What follows belongs to an exercise in optimizing a design on an open flow for small area, a short achievable clock period and few clock cycles per item; a production flow would make more cautious choices.
Only simulation tests tie the RTL to the original design; equivalence was not proved.

==> flow/design.v <==
`default_nettype none
package rau_pkg;
  localparam logic [2:0] OP_ADD = 3'd0;
  localparam logic [2:0] OP_SUB = 3'd1;
  localparam logic [2:0] OP_MUL = 3'd2;
  localparam logic [2:0] OP_DIV = 3'd3;
  localparam logic [1:0] ST_OK   = 2'd0;
  localparam logic [1:0] ST_ZDEN = 2'd1;
  localparam logic [1:0] ST_OVF  = 2'd2;
  typedef enum logic [3:0] {
    S_IDLE, S_MUL_L, S_MUL_R, S_MUL_T, S_MUL_S, S_FORM, S_SIGN,
    S_GCD, S_DIVS, S_DIVT, S_FIN
  } state_t;
  typedef enum logic [1:0] {
    MS_LHS, MS_RHS, MS_T, MS_S
  } mul_sel_t;
  typedef struct packed {
    logic     load;
    logic     mul_en;
    mul_sel_t mul_sel;
    logic     form;
    logic     sign;
    logic     gcd_step;
    logic     gcd_fin;
    logic     div_step;
    logic     div_end_s;
    logic     div_end_t;
    logic     out_load;
  } cmd_t;
  typedef struct packed {
    logic arith;
    logic zs;
    logic zt;
    logic gcd_done;
    logic div_last;
    logic out_free;
  } sts_t;
endpackage
`default_nettype wire
`default_nettype none
module rau_datapath #(
  parameter int WORD_BITS = 32
) (
  input  wire logic               clk,
  input  wire logic               rst_n,
  input  wire rau_pkg::cmd_t      cmd,
  output rau_pkg::sts_t           sts,
  input  wire logic [2:0]         in_op,
  input  wire logic signed [31:0] in_a_num,
  input  wire logic [30:0]        in_a_den,
  input  wire logic signed [31:0] in_b_num,
  input  wire logic [30:0]        in_b_den,
  input  wire logic               out_ready,
  output logic                    out_valid,
  output logic signed [31:0]      out_res_num,
  output logic [30:0]             out_res_den,
  output logic                    out_less,
  output logic                    out_equal,
  output logic                    out_greater,
  output logic [1:0]              out_status
);
  localparam logic [63:0] LIM = (64'd1 << (WORD_BITS - 1)) - 64'd1;
  logic [2:0]         op_r;
  logic signed [31:0] an_r, bn_r;
  logic [30:0]        ad_r, bd_r;
  logic signed [63:0] lhs_r, rhs_r, t_r, s_r;
  logic               lt_r, eq_r, gt_r;
  logic [63:0]        ms_r, mt_r, u_r, v_r, g_r, q_r, rem_r;
  logic [5:0]         k_r, cnt_r;
  logic               neg_r, zs_r, zt_r;
  logic               out_valid_r;
  logic signed [31:0] res_num_r;
  logic [30:0]        res_den_r;
  logic               less_r, equal_r, greater_r;
  logic [1:0]         status_r;
  logic signed [32:0] ma, mb;
  logic signed [65:0] prod;
  logic signed [63:0] s_nxt;
  logic               arith;
  logic [64:0]        rtry;
  logic [64:0]        rdif;
  logic [63:0]        q_nxt, rem_nxt;
  logic [63:0]        s_mag, t_mag;
  logic signed [31:0] res_num_nxt;
  logic [30:0]        res_den_nxt;
  logic [1:0]         status_nxt;
  assign arith = (op_r == rau_pkg::OP_ADD) || (op_r == rau_pkg::OP_SUB) ||
                 (op_r == rau_pkg::OP_MUL) || (op_r == rau_pkg::OP_DIV);
  always_comb begin
    unique case (cmd.mul_sel)
      rau_pkg::MS_LHS: begin ma = 33'(an_r); mb = $signed({2'b00, bd_r}); end
      rau_pkg::MS_RHS: begin ma = 33'(bn_r); mb = $signed({2'b00, ad_r}); end
      rau_pkg::MS_T: begin
        ma = $signed({2'b00, ad_r});
        mb = (op_r == rau_pkg::OP_DIV) ? 33'(bn_r) : $signed({2'b00, bd_r});
      end
      rau_pkg::MS_S: begin ma = 33'(an_r); mb = 33'(bn_r); end
      default: begin ma = '0; mb = '0; end
    endcase
    prod = ma * mb;
  end
  always_comb begin
    unique case (op_r)
      rau_pkg::OP_ADD: s_nxt = lhs_r + rhs_r;
      rau_pkg::OP_SUB: s_nxt = lhs_r - rhs_r;
      rau_pkg::OP_MUL: s_nxt = s_r;
      default:         s_nxt = lhs_r;
    endcase
  end
  assign s_mag = s_r[63] ? 64'(-s_r) : 64'(s_r);
  assign t_mag = t_r[63] ? 64'(-t_r) : 64'(t_r);
  assign rtry    = {rem_r, q_r[63]};
  assign rdif    = rtry - {1'b0, g_r};
  assign q_nxt   = {q_r[62:0], ~rdif[64]};
  assign rem_nxt = rdif[64] ? rtry[63:0] : rdif[63:0];
  always_ff @(posedge clk) begin
    if (cmd.load) begin
      op_r <= in_op;
      an_r <= in_a_num;
      ad_r <= in_a_den;
      bn_r <= in_b_num;
      bd_r <= in_b_den;
    end
    if (cmd.mul_en) begin
      unique case (cmd.mul_sel)
        rau_pkg::MS_LHS: lhs_r <= prod[63:0];
        rau_pkg::MS_RHS: rhs_r <= prod[63:0];
        rau_pkg::MS_T:   t_r   <= prod[63:0];
        rau_pkg::MS_S:   s_r   <= prod[63:0];
        default: ;
      endcase
    end
    if (cmd.form) begin
      s_r  <= s_nxt;
      lt_r <= lhs_r < rhs_r;
      eq_r <= lhs_r == rhs_r;
      gt_r <= lhs_r > rhs_r;
    end
    if (cmd.sign) begin
      neg_r <= s_r[63] ^ t_r[63];
      zs_r  <= s_r == 64'sd0;
      zt_r  <= t_r == 64'sd0;
      ms_r  <= s_mag;
      mt_r  <= t_mag;
      u_r   <= s_mag;
      v_r   <= t_mag;
      k_r   <= '0;
    end
    if (cmd.gcd_step) begin
      priority if (!u_r[0] && !v_r[0]) begin
        u_r <= u_r >> 1;
        v_r <= v_r >> 1;
        k_r <= k_r + 6'd1;
      end else if (!u_r[0]) begin
        u_r <= u_r >> 1;
      end else if (!v_r[0]) begin
        v_r <= v_r >> 1;
      end else if (u_r >= v_r) begin
        u_r <= u_r - v_r;
      end else begin
        v_r <= v_r - u_r;
      end
    end
    if (cmd.gcd_fin) begin
      g_r   <= (u_r | v_r) << k_r;
      q_r   <= ms_r;
      rem_r <= '0;
      cnt_r <= '0;
    end
    if (cmd.div_step) begin
      cnt_r <= cnt_r + 6'd1;
      if (cmd.div_end_s) begin
        ms_r  <= q_nxt;
        q_r   <= mt_r;
        rem_r <= '0;
      end else begin
        q_r   <= q_nxt;
        rem_r <= rem_nxt;
      end
      if (cmd.div_end_t) mt_r <= q_nxt;
    end
    if (cmd.out_load) begin
      res_num_r <= res_num_nxt;
      res_den_r <= res_den_nxt;
      status_r  <= status_nxt;
      less_r    <= lt_r;
      equal_r   <= eq_r;
      greater_r <= gt_r;
    end
  end
  always_comb begin
    res_num_nxt = '0;
    res_den_nxt = '0;
    status_nxt  = rau_pkg::ST_OK;
    if (arith) begin
      priority if (zt_r) begin
        status_nxt = rau_pkg::ST_ZDEN;
      end else if (zs_r) begin
        res_den_nxt = 31'd1;
      end else if ((ms_r > LIM) || (mt_r > LIM)) begin
        status_nxt = rau_pkg::ST_OVF;
      end else begin
        res_num_nxt = neg_r ? 32'(-ms_r[31:0]) : ms_r[31:0];
        res_den_nxt = mt_r[30:0];
      end
    end
  end
  always_ff @(posedge clk) begin
    if (!rst_n) begin
      out_valid_r <= 1'b0;
    end else if (cmd.out_load) begin
      out_valid_r <= 1'b1;
    end else if (out_ready) begin
      out_valid_r <= 1'b0;
    end
  end
  always_comb begin
    sts.arith    = arith;
    sts.zs       = s_r == 64'sd0;
    sts.zt       = t_r == 64'sd0;
    sts.gcd_done = (u_r == 64'd0) || (v_r == 64'd0);
    sts.div_last = cnt_r == 6'd63;
    sts.out_free = !out_valid_r || out_ready;
  end
  assign out_valid   = out_valid_r;
  assign out_res_num = res_num_r;
  assign out_res_den = res_den_r;
  assign out_less    = less_r;
  assign out_equal   = equal_r;
  assign out_greater = greater_r;
  assign out_status  = status_r;
endmodule
`default_nettype wire
`default_nettype none
module rau_ctrl (
  input  wire logic          clk,
  input  wire logic          rst_n,
  input  wire logic          in_valid,
  output logic               in_ready,
  input  wire rau_pkg::sts_t sts,
  output rau_pkg::cmd_t      cmd
);
  rau_pkg::state_t state_r, state_nxt;
  always_ff @(posedge clk) begin
    if (!rst_n) state_r <= rau_pkg::S_IDLE;
    else        state_r <= state_nxt;
  end
  always_comb begin
    state_nxt = state_r;
    unique case (state_r)
      rau_pkg::S_IDLE:  if (in_valid) state_nxt = rau_pkg::S_MUL_L;
      rau_pkg::S_MUL_L: state_nxt = rau_pkg::S_MUL_R;
      rau_pkg::S_MUL_R: state_nxt = rau_pkg::S_MUL_T;
      rau_pkg::S_MUL_T: state_nxt = rau_pkg::S_MUL_S;
      rau_pkg::S_MUL_S: state_nxt = rau_pkg::S_FORM;
      rau_pkg::S_FORM:  state_nxt = sts.arith ? rau_pkg::S_SIGN : rau_pkg::S_FIN;
      rau_pkg::S_SIGN:  state_nxt = (sts.zs || sts.zt) ? rau_pkg::S_FIN : rau_pkg::S_GCD;
      rau_pkg::S_GCD:   if (sts.gcd_done) state_nxt = rau_pkg::S_DIVS;
      rau_pkg::S_DIVS:  if (sts.div_last) state_nxt = rau_pkg::S_DIVT;
      rau_pkg::S_DIVT:  if (sts.div_last) state_nxt = rau_pkg::S_FIN;
      rau_pkg::S_FIN:   if (sts.out_free) state_nxt = rau_pkg::S_IDLE;
      default:          state_nxt = rau_pkg::S_IDLE;
    endcase
  end
  always_comb begin
    cmd      = '0;
    in_ready = 1'b0;
    unique case (state_r)
      rau_pkg::S_IDLE: begin
        in_ready = 1'b1;
        cmd.load = in_valid;
      end
      rau_pkg::S_MUL_L: begin cmd.mul_en = 1'b1; cmd.mul_sel = rau_pkg::MS_LHS; end
      rau_pkg::S_MUL_R: begin cmd.mul_en = 1'b1; cmd.mul_sel = rau_pkg::MS_RHS; end
      rau_pkg::S_MUL_T: begin cmd.mul_en = 1'b1; cmd.mul_sel = rau_pkg::MS_T; end
      rau_pkg::S_MUL_S: begin cmd.mul_en = 1'b1; cmd.mul_sel = rau_pkg::MS_S; end
      rau_pkg::S_FORM:  cmd.form = 1'b1;
      rau_pkg::S_SIGN:  cmd.sign = 1'b1;
      rau_pkg::S_GCD: begin
        cmd.gcd_step = !sts.gcd_done;
        cmd.gcd_fin  = sts.gcd_done;
      end
      rau_pkg::S_DIVS: begin
        cmd.div_step  = 1'b1;
        cmd.div_end_s = sts.div_last;
      end
      rau_pkg::S_DIVT: begin
        cmd.div_step  = 1'b1;
        cmd.div_end_t = sts.div_last;
      end
      rau_pkg::S_FIN:   cmd.out_load = sts.out_free;
      default: ;
    endcase
  end
endmodule
`default_nettype wire
`default_nettype none
module rational_arithmetic_unit #(
  parameter int WORD_BITS = 32
) (
  input  wire logic               clk,
  input  wire logic               rst_n,
  input  wire logic               in_valid,
  output logic                    in_ready,
  input  wire logic [2:0]         in_op,
  input  wire logic signed [31:0] in_a_num,
  input  wire logic [30:0]        in_a_den,
  input  wire logic signed [31:0] in_b_num,
  input  wire logic [30:0]        in_b_den,
  output logic                    out_valid,
  input  wire logic               out_ready,
  output logic signed [31:0]      out_res_num,
  output logic [30:0]             out_res_den,
  output logic                    out_less,
  output logic                    out_equal,
  output logic                    out_greater,
  output logic [1:0]              out_status
);
  rau_pkg::cmd_t cmd;
  rau_pkg::sts_t sts;
  rau_ctrl u_ctrl (
    .clk      (clk),
    .rst_n    (rst_n),
    .in_valid (in_valid),
    .in_ready (in_ready),
    .sts      (sts),
    .cmd      (cmd)
  );
  rau_datapath #(.WORD_BITS(WORD_BITS)) u_dp (
    .clk         (clk),
    .rst_n       (rst_n),
    .cmd         (cmd),
    .sts         (sts),
    .in_op       (in_op),
    .in_a_num    (in_a_num),
    .in_a_den    (in_a_den),
    .in_b_num    (in_b_num),
    .in_b_den    (in_b_den),
    .out_ready   (out_ready),
    .out_valid   (out_valid),
    .out_res_num (out_res_num),
    .out_res_den (out_res_den),
    .out_less    (out_less),
    .out_equal   (out_equal),
    .out_greater (out_greater),
    .out_status  (out_status)
  );
endmodule
`default_nettype wire
==> flow/run.sh <==
#!/bin/bash
# synth_recipe.tcl (not shown) runs the flow's synth.tcl, then flattens the netlist and writes it again
# the make line also repeats each setting of config.mk as NAME=value (left out here)
make -C /OpenROAD-flow-scripts/flow DESIGN_CONFIG=/design/flow/config.mk WORK_HOME=/design/flow/orfs CLKGATE_MAP_FILE= SYNTH_SCRIPT=/design/flow/synth_recipe.tcl finish
==> flow/config.mk <==
export PLATFORM = sky130hd
export DESIGN_NAME = rational_arithmetic_unit
export DESIGN_NICKNAME = rational_arithmetic_unit
export VERILOG_FILES = /design/flow/design.v
export SDC_FILE = /design/flow/constraint.sdc
export NUM_CORES = 4
export LEC_CHECK = 0
export CAP_MARGIN = 20
export CORE_MARGIN = 2
export CORE_UTILIZATION = 40
export SLEW_MARGIN = 20
==> flow/constraint.sdc <==
create_clock -name core_clock -period 11.0 [get_ports {clk}]
set_input_delay 2.2000 -clock core_clock [delete_from_list [all_inputs] [get_ports {clk}]]
set_output_delay 2.2000 -clock core_clock [all_outputs]
set_load 0.01 [all_outputs]
==> results.sh <==
export IMPL_outcome="timing/DRC/antenna clean"
export IMPL_io_buffers=202
export IMPL_synth_commonest_cells="inv_1, nand2_1, nor2_1"
export IMPL_avgSynthCellArea_um2=8.82
export IMPL_max_freq_mhz=94.2
export IMPL_ant_nets=0
export IMPL_slowest_stage="fa_1"
export IMPL_required_ns=11.52
export IMPL_drt_initial_drc_count=7725
export IMPL_grt_pass1_wl_um=600000
export IMPL_syn_area_um2=101000
export IMPL_fin_crit_sh_pct=96.5
export IMPL_cts_hold_buffers=0
export IMPL_die_w_um=506
export IMPL_antenna_found_initial=26
export IMPL_final_max_slew_viol_count=0
export IMPL_slew_headroom_pct=16.0
export IMPL_grt_max_degree=130
export IMPL_clock_sinks=924
export IMPL_synth_area_leaders="fa_1, edfxtp_1, ha_1"
export IMPL_hold_viol=0
export IMPL_htreeDepth=3
export IMPL_die_area_um2=256000
export IMPL_critPathMaxStageDelay_ns=0.59
export IMPL_drt_total_wl_um=413000
export IMPL_synth_seq_area_share_pct=24.9
export IMPL_tightest_slew_ns=1.26
export IMPL_critPathMostFrequentCell="fa_1"
export IMPL_grt_pass1_vias=87400
export IMPL_dp_hpwl_um=338000
export IMPL_fill_cells=24700
export IMPL_die_height_um=506
export IMPL_yosys_area_top_type="fa_1"
export IMPL_wl_per_cell_um=27.5
export IMPL_rows=184
export IMPL_final_min_clock_period_ns=10.62
export IMPL_skew_ns=0.132
export IMPL_post_route_util_pct=44.9
export IMPL_end_kind="register"
export IMPL_route_detailed_drc=0
export IMPL_clockBufferDepth=3
export IMPL_track_usage_pct=31.6
export IMPL_register_area_um2=25100
export IMPL_async_flop_share_pct=0
export IMPL_cts_tree="done"
export IMPL_cp_start_kind="register"
export IMPL_nNetsFinal=13400
export IMPL_synth_top_area_share_pct=22.0
export IMPL_firstDrtPassIters=8
export IMPL_multi_input_area_um2=67600
export IMPL_gp_congestion=1.02
export IMPL_path_clk_slew_ns=0.06
export IMPL_finalHoldWorstSlack_ns=0.419
export IMPL_num_vias=86200
export IMPL_cts_buffers=111
export IMPL_cts_root_buf="clkbuf_16"
export IMPL_yosys_warnings=2
export IMPL_final_layout_size_suffix_gt1_share_pct=7.47
export IMPL_synthCells=11400
export IMPL_initial_utilization_pct=40.2
export IMPL_drv_cap=0
export IMPL_synth_edff_count=657
export IMPL_syn_num_nets=13300
export IMPL_path_max_fanout=24
export IMPL_io_pins=203
export IMPL_syn2layout_area_growth_pct=11.7
export IMPL_worstPathArrival_ns=11.13
export IMPL_insertion_delay_ns=0.85
export IMPL_yosysUniqueCellTypes=97
export IMPL_synth_most_common_cell="inv_1"
export IMPL_routed_via_density=5.75
export IMPL_crit_type="register to register"
export IMPL_coreArea_um2=251000
export IMPL_hp_class="register to register"
export IMPL_setup_viol=0
export IMPL_synth_flop_cell="edfxtp_1"
export IMPL_ys_ff_latch=924
export IMPL_overflow=0
==> path summary, 6_finish.rpt <==
check / startpoint / end / slack [ns] / depth (start not counted)
max: u_ctrl.state_r[1]$_SDFFE_PN0P_ / u_dp.s_r[61]$_DFFE_PP_ / 0.38 / 45
min: u_dp.eq_r$_DFFE_PN_ / u_dp.equal_r$_DFFE_PP_ / 0.42 / 0
min reg2reg: u_dp.eq_r$_DFFE_PN_ / u_dp.equal_r$_DFFE_PP_ / 0.42 / 0
max reg2reg: u_ctrl.state_r[1]$_SDFFE_PN0P_ / u_dp.s_r[61]$_DFFE_PP_ / 0.38 / 45
==> worst max-delay path, delay by kind of cell (launching register included) <==
| family | cells | cell delay, ns |
|---|---|---|
| buffers and inverters | 16 | 1.86 |
| xor gates and xnor gates | 1 | 0.20 |
| adders and majority gates | 10 | 4.66 |
| and+or+nand+nor | 7 | 0.71 |
| AOI/OAI and AO/OA | 11 | 2.50 |
| DFF | 1 | 0.37 |
==> sequential cells by signal, summed over array words and instances (netlist names), 64 cells and up <==
name and count:
u_dp.u_r 64, u_dp.rem_r 64, u_dp.rhs_r 64, u_dp.t_r 64, u_dp.g_r 64, u_dp.v_r 64
u_dp.q_r 64, u_dp.lhs_r 64, u_dp.s_r 64, u_dp.ms_r 64, u_dp.mt_r 64
==> cell type report <==
class                      count  share of cell area [%]
multi-input combinational   8260                    60.0
tap                         3348                    3.72
clock buffer                 120                    2.51
clock inverter                89                    1.04
sequential                   924                    22.3
inverter                    1594                    5.33
antenna                       12                  0.0267
timing repair buffer         644                    5.07
==> layer usage <==
metal	routed length (µm)	up-vias	GRT usage [%]	share of wire, %
met5	92	-	0	0.022
met4	31200	14	19.9	7.6
met3	26400	909	4.67	6.4
met2	193000	3545	52.0	47
met1	162000	43400	39.0	39
li1	-	38400	-	-
==> what timing repair did <==
item,4_1_cts,5_1_grt
pin swaps,0,2
setup buffers,0,1
setup endpoints to repair,13,40
resized for setup,1,17
==> cell usage in the layout, fill, tap and decap left out, types with 107 or more instances in the layout <==
cell and count:
xnor2_1 296, nand2_1 1247, o31ai_1 128, nor2_1 1167, mux2i_1 164, clkbuf_16 111
a21o_1 119, ha_1 604, a21oi_1 696, dfxtp_1 257, clkdlybuf4s50_1 202, inv_1 1587
o21ai_0 761, edfxtp_1 657, xor2_1 158, o21bai_1 107, fa_1 1110, buf_4 410
==> cell families after synthesis <==
family / Yosys count / share of synthesized area (%)
simple gates: 3271 / 14.2
compound gates: 2554 / 15.7
buf+inv: 2245 / 8.38
fa+ha+maj: 1715 / 29.6
flops: 924 / 24.9
xor+xnor: 456 / 3.96
mux: 264 / 3.33
==> per-stage QoR <==
stage / std cells / instance area (µm²) / worst slack [ns] / TNS [ns]
global route: 15000 / 113000 / -0.108 / -0.108
finish: 15000 / 113000 / 0.385 / 0
detailed placement: 14800 / 108000 / -0.0784 / -0.389
floorplan: 11400 / 101000 / 0.759 / 0
CTS: 15000 / 112000 / 0.0974 / 0
global placement: 14800 / 108000 / -0.0824 / -0.365
Testbench counts, summed over its fixed seeds: cycles 478,723, items 2,400.

[afterwards: timing with drivers on the ports]
How much do the figures lean on ideal ports? The routed layout below was timed once more, with nothing changed but the port constraints. Step 1: set_driving_cell puts a clkbuf_16 on clk and a buf_2 on each other input, an assumption about the parent block. Step 2, shift: input delay + t, output delay - t, t = (earliest + latest rising clock arrival at the registers) / 2. This alone moves slack from input paths to output paths. Slacks: ideal / step 1 / step 2; pairs: ideal / step 1.
shift t [ns]: 0.893
slack for setup (ns): 0.385 / 0.385 / 0.385
worst setup path after step 2: register to register
worst register clock-pin slew, ns: 0.07 / 0.07
worst slew at a driven data input, ns: 0.10
After both steps this run still meets setup and hold. For this run, drivers alone change the setup slack by 0.000 ns; drivers and shift together by 0.000 ns.
